From an optimization exercise on the open Yosys and OpenROAD flow, aimed at small area, a short achievable clock period and few clock cycles per item; shortcuts taken in it are not production practice.
The RTL was checked by simulation tests, not by an equivalence proof against the original design.

--- flow/run.sh ---
#!/bin/bash
# synth_recipe.tcl (not shown) runs the flow's synth.tcl, then flattens the netlist and writes it again
# the make line also repeats each setting of config.mk as NAME=value (left out here)
make -C /OpenROAD-flow-scripts/flow DESIGN_CONFIG=/design/flow/config.mk WORK_HOME=/design/flow/orfs CLKGATE_MAP_FILE= SYNTH_SCRIPT=/design/flow/synth_recipe.tcl finish
--- flow/config.mk ---
export PLATFORM = sky130hd
export DESIGN_NAME = position_report_ascii_encoder
export DESIGN_NICKNAME = position_report_ascii_encoder
export VERILOG_FILES = /design/flow/design.v
export SDC_FILE = /design/flow/constraint.sdc
export NUM_CORES = 4
export LEC_CHECK = 0
export CAP_MARGIN = 20
export CORE_MARGIN = 2
export CORE_UTILIZATION = 40
export SLEW_MARGIN = 20
--- flow/constraint.sdc ---
create_clock -name core_clock -period 9.0 [get_ports {clk}]
set_input_delay 1.8000 -clock core_clock [delete_from_list [all_inputs] [get_ports {clk}]]
set_output_delay 1.8000 -clock core_clock [all_outputs]
set_load 0.01 [all_outputs]
--- flow/design.v ---
package prae_pkg;
    localparam int LatW   = 28;
    localparam int LonW   = 29;
    localparam int CoordW = 29;
    localparam int FixW   = 3;
    localparam int CharW  = 8;
    localparam int DigW   = 4;
    localparam int AddrW  = 3;
    localparam int DataW  = 32;
    localparam int NStages = 10;
    localparam int RptLen  = 20;
    localparam int CntW    = 5;
    localparam logic [22:0] RecipMillion = 23'd4398047;
    localparam int          RecipShift1  = 36;
    localparam logic [16:0] RecipTenK    = 17'd107375;
    localparam int          RecipShift3  = 26;
    localparam logic [19:0] Million   = 20'd1000000;
    localparam logic [19:0] HalfHund  = 20'd5000;
    localparam logic [CharW-1:0] AsciiBang  = 8'h21;
    localparam logic [CharW-1:0] AsciiZero  = 8'h30;
    localparam logic [CharW-1:0] AsciiDot   = 8'h2e;
    localparam logic [CharW-1:0] AsciiN     = 8'h4e;
    localparam logic [CharW-1:0] AsciiS     = 8'h53;
    localparam logic [CharW-1:0] AsciiE     = 8'h45;
    localparam logic [CharW-1:0] AsciiW     = 8'h57;
    localparam logic [CharW-1:0] AsciiNul   = 8'h00;
    localparam logic RegSymTable = 1'b0;
    localparam logic RegSymCode  = 1'b1;
    localparam int   RegSelBit   = 2;
    localparam logic [CharW-1:0] SymTableRst = 8'd47;
    localparam logic [CharW-1:0] SymCodeRst  = 8'd62;
    typedef struct packed {
        logic            neg;
        logic [DigW-1:0] deg_h;
        logic [DigW-1:0] deg_t;
        logic [DigW-1:0] deg_o;
        logic [DigW-1:0] min_t;
        logic [DigW-1:0] min_o;
        logic [DigW-1:0] hun_t;
        logic [DigW-1:0] hun_o;
    } prae_digits_t;
endpackage
import prae_pkg::*;
module prae_coord
(
    input  logic                     clk,
    input  logic                     en,
    input  logic signed [CoordW-1:0] value,
    output prae_pkg::prae_digits_t   digits
);
    localparam int DegW  = 9;
    localparam int FracW = 20;
    localparam int ScW   = 26;
    localparam int MinW  = 6;
    localparam int RemW  = 20;
    localparam int HW    = 3;
    localparam int RdW   = 7;
    localparam int HunW  = 7;
    localparam int P1W   = 46;
    localparam int P2W   = 43;
    localparam int P3W   = 33;
    localparam int MulW  = 15;
    logic [CoordW-1:0] mag1_reg, mag1_next;
    logic              neg1_reg;
    logic [P1W-1:0]    p1_reg, p1_next;
    logic [CoordW-1:0] mag2_reg;
    logic              neg2_reg;
    logic [DegW-1:0]   deg3_reg, deg3_next;
    logic [FracW-1:0]  frac3_reg, frac3_next;
    logic              neg3_reg;
    logic [DegW-1:0]   deg4_reg;
    logic [HW-1:0]     h4_reg, h4_next;
    logic [ScW-1:0]    sc4_reg, sc4_next;
    logic              neg4_reg;
    logic [HW-1:0]     h5_reg;
    logic [RdW-1:0]    rd5_reg, rd5_next;
    logic [P2W-1:0]    p2_reg, p2_next;
    logic [ScW-1:0]    sc5_reg;
    logic              neg5_reg;
    logic [HW-1:0]     h6_reg;
    logic [RdW-1:0]    rd6_reg;
    logic [DigW-1:0]   dt6_reg, dt6_next;
    logic [MinW-1:0]   min6_reg, min6_next;
    logic [RemW-1:0]   rem6_reg, rem6_next;
    logic              neg6_reg;
    logic [HW-1:0]     h7_reg;
    logic [DigW-1:0]   dt7_reg;
    logic [DigW-1:0]   do7_reg, do7_next;
    logic [MinW-1:0]   min7_reg;
    logic [DigW-1:0]   mt7_reg, mt7_next;
    logic [P3W-1:0]    p3_reg, p3_next;
    logic              neg7_reg;
    logic [HW-1:0]     h8_reg;
    logic [DigW-1:0]   dt8_reg, do8_reg, mt8_reg;
    logic [DigW-1:0]   mo8_reg, mo8_next;
    logic [HunW-1:0]   hund8_reg, hund8_next;
    logic              neg8_reg;
    logic [HW-1:0]     h9_reg;
    logic [DigW-1:0]   dt9_reg, do9_reg, mt9_reg, mo9_reg;
    logic [HunW-1:0]   hund9_reg;
    logic [DigW-1:0]   ht9_reg, ht9_next;
    logic              neg9_reg;
    prae_pkg::prae_digits_t dig_reg, dig_next;
    logic [RemW-1:0]   rnd_sum;
    logic [HunW-1:0]   hund_raw;
    always_comb
    begin
        mag1_next  = value[CoordW-1] ? unsigned'(-value) : unsigned'(value);
        p1_next    = P1W'(mag1_reg[CoordW-1:6]) * P1W'(RecipMillion);
        deg3_next  = p1_reg[RecipShift1 +: DegW];
        frac3_next = FracW'(mag2_reg - CoordW'(deg3_next) * CoordW'(Million));
        sc4_next   = ScW'(frac3_reg) * ScW'(6'd60);
        h4_next    = HW'((MulW'(deg3_reg) * MulW'(41)) >> 12);
        p2_next    = P2W'(sc4_reg[ScW-1:6]) * P2W'(RecipMillion);
        rd5_next   = RdW'(deg4_reg - DegW'(h4_reg) * DegW'(100));
        min6_next  = p2_reg[RecipShift1 +: MinW];
        rem6_next  = RemW'(sc5_reg - ScW'(min6_next) * ScW'(Million));
        dt6_next   = DigW'((MulW'(rd5_reg) * MulW'(205)) >> 11);
        rnd_sum    = rem6_reg + HalfHund;
        p3_next    = P3W'(rnd_sum[RemW-1:4]) * P3W'(RecipTenK);
        do7_next   = DigW'(rd6_reg - RdW'(dt6_reg) * RdW'(10));
        mt7_next   = DigW'((MulW'(min6_reg) * MulW'(205)) >> 11);
        hund_raw   = p3_reg[RecipShift3 +: HunW];
        hund8_next = (hund_raw == HunW'(100)) ? '0 : hund_raw;
        mo8_next   = DigW'(min7_reg - MinW'(mt7_reg) * MinW'(10));
        ht9_next   = DigW'((MulW'(hund8_reg) * MulW'(205)) >> 11);
        dig_next.neg   = neg9_reg;
        dig_next.deg_h = DigW'(h9_reg);
        dig_next.deg_t = dt9_reg;
        dig_next.deg_o = do9_reg;
        dig_next.min_t = mt9_reg;
        dig_next.min_o = mo9_reg;
        dig_next.hun_t = ht9_reg;
        dig_next.hun_o = DigW'(hund9_reg - HunW'(ht9_reg) * HunW'(10));
    end
    always_ff @(posedge clk)
    begin
        if (en)
        begin
            mag1_reg  <= mag1_next;
            neg1_reg  <= value[CoordW-1];
            p1_reg    <= p1_next;
            mag2_reg  <= mag1_reg;
            neg2_reg  <= neg1_reg;
            deg3_reg  <= deg3_next;
            frac3_reg <= frac3_next;
            neg3_reg  <= neg2_reg;
            deg4_reg  <= deg3_reg;
            h4_reg    <= h4_next;
            sc4_reg   <= sc4_next;
            neg4_reg  <= neg3_reg;
            h5_reg    <= h4_reg;
            rd5_reg   <= rd5_next;
            p2_reg    <= p2_next;
            sc5_reg   <= sc4_reg;
            neg5_reg  <= neg4_reg;
            h6_reg    <= h5_reg;
            rd6_reg   <= rd5_reg;
            dt6_reg   <= dt6_next;
            min6_reg  <= min6_next;
            rem6_reg  <= rem6_next;
            neg6_reg  <= neg5_reg;
            h7_reg    <= h6_reg;
            dt7_reg   <= dt6_reg;
            do7_reg   <= do7_next;
            min7_reg  <= min6_reg;
            mt7_reg   <= mt7_next;
            p3_reg    <= p3_next;
            neg7_reg  <= neg6_reg;
            h8_reg    <= h7_reg;
            dt8_reg   <= dt7_reg;
            do8_reg   <= do7_reg;
            mt8_reg   <= mt7_reg;
            mo8_reg   <= mo8_next;
            hund8_reg <= hund8_next;
            neg8_reg  <= neg7_reg;
            h9_reg    <= h8_reg;
            dt9_reg   <= dt8_reg;
            do9_reg   <= do8_reg;
            mt9_reg   <= mt8_reg;
            mo9_reg   <= mo8_reg;
            hund9_reg <= hund8_reg;
            ht9_reg   <= ht9_next;
            neg9_reg  <= neg8_reg;
            dig_reg   <= dig_next;
        end
    end
    assign digits = dig_reg;
endmodule
import prae_pkg::*;
module position_report_ascii_encoder
(
    input  logic              clk,
    input  logic              rst_n,
    input  logic              pos_valid,
    output logic              pos_ready,
    input  logic signed [LatW-1:0] pos_lat_micro,
    input  logic signed [LonW-1:0] pos_lon_micro,
    input  logic [FixW-1:0]   pos_fix_level,
    output logic              rpt_valid,
    input  logic              rpt_ready,
    output logic [CharW-1:0]  rpt_out_char,
    output logic              rpt_last_char,
    output logic              rpt_pos_invalid,
    input  logic              psel,
    input  logic              penable,
    input  logic              pwrite,
    input  logic [AddrW-1:0]  paddr,
    input  logic [DataW-1:0]  pwdata,
    output logic [DataW-1:0]  prdata,
    output logic              pready
);
    logic [CharW-1:0]   sym_table_reg;
    logic [CharW-1:0]   sym_code_reg;
    logic               cfg_wr;
    logic [NStages-1:0] vld_reg, vld_next;
    logic [NStages-1:0] inv_reg, inv_next;
    logic               adv;
    logic               pos_inv;
    prae_pkg::prae_digits_t lat_dig;
    prae_pkg::prae_digits_t lon_dig;
    logic [RptLen-1:0][CharW-1:0] txt_reg;
    logic [RptLen-1:0][CharW-1:0] txt_next;
    logic [RptLen-1:0][CharW-1:0] rpt_bytes;
    logic [CntW-1:0]    cnt_reg, cnt_next;
    logic               ser_vld_reg, ser_vld_next;
    logic               ser_inv_reg, ser_inv_next;
    logic               ser_take;
    logic               ser_load;
    logic               rpt_acc;
    function automatic logic [CharW-1:0] to_ascii(input logic [DigW-1:0] d);
        to_ascii = AsciiZero | CharW'(d);
    endfunction
    assign pready = 1'b1;
    assign cfg_wr = psel && penable && pwrite;
    always_ff @(posedge clk or negedge rst_n)
    begin
        if (!rst_n)
        begin
            sym_table_reg <= SymTableRst;
            sym_code_reg  <= SymCodeRst;
        end
        else if (cfg_wr)
        begin
            unique case (paddr[RegSelBit])
                RegSymTable: sym_table_reg <= pwdata[CharW-1:0];
                RegSymCode:  sym_code_reg  <= pwdata[CharW-1:0];
                default:     sym_table_reg <= sym_table_reg;
            endcase
        end
    end
    always_comb
    begin
        unique case (paddr[RegSelBit])
            RegSymTable: prdata = DataW'(sym_table_reg);
            RegSymCode:  prdata = DataW'(sym_code_reg);
            default:     prdata = '0;
        endcase
    end
    assign ser_take = !ser_vld_reg || (rpt_ready && cnt_reg == CntW'(1));
    assign adv      = !vld_reg[NStages-1] || ser_take;
    assign ser_load = vld_reg[NStages-1] && ser_take;
    assign rpt_acc  = rpt_valid && rpt_ready;
    assign pos_ready = adv;
    assign pos_inv   = (pos_fix_level == '0)
                       || (pos_lat_micro == '0 && pos_lon_micro == '0);
    always_comb
    begin
        vld_next = {vld_reg[NStages-2:0], pos_valid && pos_ready};
        inv_next = {inv_reg[NStages-2:0], pos_inv};
    end
    always_ff @(posedge clk or negedge rst_n)
    begin
        if (!rst_n)
        begin
            vld_reg <= '0;
        end
        else if (adv)
        begin
            vld_reg <= vld_next;
        end
    end
    always_ff @(posedge clk)
    begin
        if (adv)
        begin
            inv_reg <= inv_next;
        end
    end
    prae_coord u_lat (
        .clk    (clk),
        .en     (adv),
        .value  (CoordW'(pos_lat_micro)),
        .digits (lat_dig)
    );
    prae_coord u_lon (
        .clk    (clk),
        .en     (adv),
        .value  (CoordW'(pos_lon_micro)),
        .digits (lon_dig)
    );
    always_comb
    begin
        rpt_bytes[0]  = AsciiBang;
        rpt_bytes[1]  = to_ascii(lat_dig.deg_t);
        rpt_bytes[2]  = to_ascii(lat_dig.deg_o);
        rpt_bytes[3]  = to_ascii(lat_dig.min_t);
        rpt_bytes[4]  = to_ascii(lat_dig.min_o);
        rpt_bytes[5]  = AsciiDot;
        rpt_bytes[6]  = to_ascii(lat_dig.hun_t);
        rpt_bytes[7]  = to_ascii(lat_dig.hun_o);
        rpt_bytes[8]  = lat_dig.neg ? AsciiS : AsciiN;
        rpt_bytes[9]  = sym_table_reg;
        rpt_bytes[10] = to_ascii(lon_dig.deg_h);
        rpt_bytes[11] = to_ascii(lon_dig.deg_t);
        rpt_bytes[12] = to_ascii(lon_dig.deg_o);
        rpt_bytes[13] = to_ascii(lon_dig.min_t);
        rpt_bytes[14] = to_ascii(lon_dig.min_o);
        rpt_bytes[15] = AsciiDot;
        rpt_bytes[16] = to_ascii(lon_dig.hun_t);
        rpt_bytes[17] = to_ascii(lon_dig.hun_o);
        rpt_bytes[18] = lon_dig.neg ? AsciiW : AsciiE;
        rpt_bytes[19] = sym_code_reg;
        if (inv_reg[NStages-1])
        begin
            rpt_bytes[0] = AsciiNul;
        end
    end
    always_comb
    begin
        txt_next     = txt_reg;
        cnt_next     = cnt_reg;
        ser_vld_next = ser_vld_reg;
        ser_inv_next = ser_inv_reg;
        if (ser_load)
        begin
            txt_next     = rpt_bytes;
            cnt_next     = inv_reg[NStages-1] ? CntW'(1) : CntW'(RptLen);
            ser_vld_next = 1'b1;
            ser_inv_next = inv_reg[NStages-1];
        end
        else if (rpt_acc)
        begin
            for (int i = 0; i < RptLen - 1; i++)
            begin
                txt_next[i] = txt_reg[i+1];
            end
            txt_next[RptLen-1] = AsciiNul;
            cnt_next           = cnt_reg - CntW'(1);
            ser_vld_next       = (cnt_reg != CntW'(1));
        end
        else
        begin
            ser_vld_next = ser_vld_reg;
        end
    end
    always_ff @(posedge clk or negedge rst_n)
    begin
        if (!rst_n)
        begin
            ser_vld_reg <= 1'b0;
            cnt_reg     <= '0;
        end
        else
        begin
            ser_vld_reg <= ser_vld_next;
            cnt_reg     <= cnt_next;
        end
    end
    always_ff @(posedge clk)
    begin
        txt_reg     <= txt_next;
        ser_inv_reg <= ser_inv_next;
    end
    assign rpt_valid       = ser_vld_reg;
    assign rpt_out_char    = txt_reg[0];
    assign rpt_last_char   = (cnt_reg == CntW'(1));
    assign rpt_pos_invalid = ser_inv_reg;
endmodule
==> out/metrics.yaml <==
synth_compound_area_frac: 0.04757
ctsResizeCount: 0
post_cts_buffers: 0
final_net_count: 10370
hp-class: "reg2reg"
yosys.cell_types.count: 84
synth_edf_count: 683
start_kind: "register"
first_pass_iters: 5
r2r_setup_slack_ns: 0.99
cts_buffers: 88
syn_inst: 7463
run_status: "timing/DRC/antenna clean"
cp.required_ns: 9.48
whs_endpoint: "u_lon.dig_reg[23]"
synthTopCellsByCount: "1938 x inv_1, 1514 x ha_1, 1158 x fa_1"
hp-start: "u_lon.dt9_reg[3]"
crit_slowest_cell: "fa_1"
max-cap-violations: 0
drive_above_1_share: 0.03313
cts_sinks: 783
rsz0062_at_grt: "false"
critPathMostFrequentCell: "fa_1"
grt_pass1_vias: 54030
routabilityCongestion: 0.8849
fillers: 19670
drtIter0Drc: 1982
synth.avg_cell_area_um2: 11.32
netlist_area_um2: 84450
rows: 168
report.final.slew_viol_count: 0
post-dp-hpwl_um: 133500
area_delta_synth_final_pct: 8.692
r2r-end: "u_lat.p3_reg[32]"
r2r_start: "u_lat.rem6_reg[3]"
htreeDepth: 3
grt_pass1_wl_um: 273000
synthSimpleGateAreaFrac: 0.05522
numPortBuffers: 95
fin_crit_sh: 0.8902
largest_register_ffs: 160
finalSetupViolCount: 0
synth_top_area_share: 0.2745
cts_root_buf: "clkbuf_16"
yosysWarnings: 2
max_freq_mhz: 124.8
start_util: 0.4026
synthFlopType: "edfxtp_1"
yosysTopAreaCell: "fa_1"
overflow: 0
die_x_um: 463.5
die_height_um: 463.5
cp_data_arrival_time_ns: 8.50
slew-limit-headroom: 0.3102
hold_buffers: 0
synthMostInstantiatedCell: "inv_1"
dr_total_vias: 49520
grt_max_degree: 171
synth_xor_area_frac: 0.03338
clock_latency_ns: 0.74
synthAdderAreaFrac: 0.4988
critPathMaxFanout: 4
drc_errors: 0
synth_top_family_by_area: "adder cells"
hold_depth: 0
hold_viol: 0
die_area_um2: 214800
worstSetupPathType: "reg2reg"
wl_per_cell_um: 15.19
fin_crit_ns: 8.012
cpPeakStageDelay_ns: 0.50
io_pins: 147
drtAntennaViolNets: 0
synthArstFlopShare: 0.04087
rr_worst_depth: 29
grt_antenna_before_repair: 4
fin_setup_tns_ns: 0
critPathCaptureType: "register"
tightestPinTransition_ns: 1.035
diodes: 0
cts_tree: "built"
grtUsageTotal: 0.1550
synth_seq_area_share: 0.2686
clkTransAtPathRegs_ns: 0.06
routed_via_density: 4.729
core_area_um2: 209800
clk_path_buf_depth: 3
synthMuxAreaShare: 0.004519
synth_area_leaders: "fa_1 27%, edfxtp_1 24%, ha_1 22%, inv_1 8.6%, xnor2_1 2.5%"
synth_seq_cells: 783
critical_path.startpoint: "u_lat.rem6_reg[3]"
worst_clock_skew_ns: 0.07292
routed_wl_um: 159000
final cells by class:
class                           instances  area (µm²)  share of cell area
Multi-Input combinational cell       4671       54130              0.5897
Sequential cell                       783       22680              0.2471
Inverter                             1939        7282             0.07933
Tap cell                             2805        3510             0.03823
Clock buffer                          107        2356             0.02567
Timing Repair Buffer                  114        1110             0.01209
Clock inverter                         53       719.4            0.007838
metrics by stage:
step | hold WS [ns] | instances | cell area, µm² | utilization | setup WS, ns
after floorplan | 0.4003 | 7487 | 84550 | - | 0.9675
after global placement | 0.4013 | 10310 | 88710 | 0.4229 | 0.9413
after detailed placement | 0.4045 | 10310 | 88710 | 0.4229 | 0.9640
after CTS | 0.3739 | 10470 | 91780 | 0.4375 | 0.9587
after global routing | 0.3955 | 10470 | 91790 | 0.4376 | 0.4267
final | 0.3825 | 10470 | 91790 | 0.4376 | 0.9881
per-layer routing:
metal,GRT usage,up-vias,wire length [µm]
met2,0.2683,532,77810
li1,-,24200,-
met5,0,-,0
met1,0.2103,24630,74040
met4,0.02734,0,2589
met3,0.01891,167,4601
logic make-up (layout without fill, tap and decap cells):
group,count (synthesis),count (layout)
adders and majority gates,2672,2672
buffers and inverters,2033,2213
and+or+nand+nor,995,995
DFF,783,783
AOI/OAI and AO/OA,623,623
xor gates and xnor gates,321,321
muxes,34,34
other,2,26
cell usage in the layout, fill, tap and decap left out, types with 95 or more instances in the layout:
master and instances:
inv_1 1937, ha_1 1514, fa_1 1158, edfxtp_1 683, nand2_1 391, xnor2_1 245
a21oi_1 199, nor2_1 166, nand3_1 137, o21ai_0 112, clkdlybuf4s50_1 95
critical path, delay by kind of cell, from the launching register on:
kind / cells / cell delay (ns)
adder cells (fa/ha/maj): 9 / 3.53
AO/OA/AOI/OAI: 7 / 1.79
AND/OR/NAND/NOR: 7 / 1.40
flip-flops: 1 / 0.41
buffers and inverters: 4 / 0.33
XOR/XNOR: 2 / 0.30
worst max path at each step:
stage                                  end  cells after the start
after detailed placement  u_lat.p3_reg[32]                     29
after CTS                 u_lat.p3_reg[32]                     29
after floorplan                  pos_ready                      3
final                     u_lat.p3_reg[32]                     29
after global routing      u_lat.p3_reg[32]                     29
after global placement    u_lat.p3_reg[32]                     29
Testbench counts, summed over its fixed seeds: cycles 17,502, reports 960.

re-timing with driven ports:
The flow's constraints put no driver on any port. The routed layout listed below was extracted and timed again, unchanged, in two steps.
Step 1 sets driving cells, clkbuf_16 on the clock port and buf_2 on the other inputs (assumed; they add their load-dependent delay and slew).
Step 2, shift: input delay + t, output delay - t, t = (earliest + latest rising clock arrival at the registers) / 2. This alone moves slack from input paths to output paths.
Slacks: ideal / step 1 / step 2; pairs: ideal / step 1.
t (ns): 0.781
setup WS [ns]: 0.988 / 0.988 / 0.988
worst data-port slew with drivers (ns): 0.05
After both steps setup and hold are still met in this run. For this run, drivers alone change the setup slack by 0.000 ns; drivers and shift together by 0.000 ns.
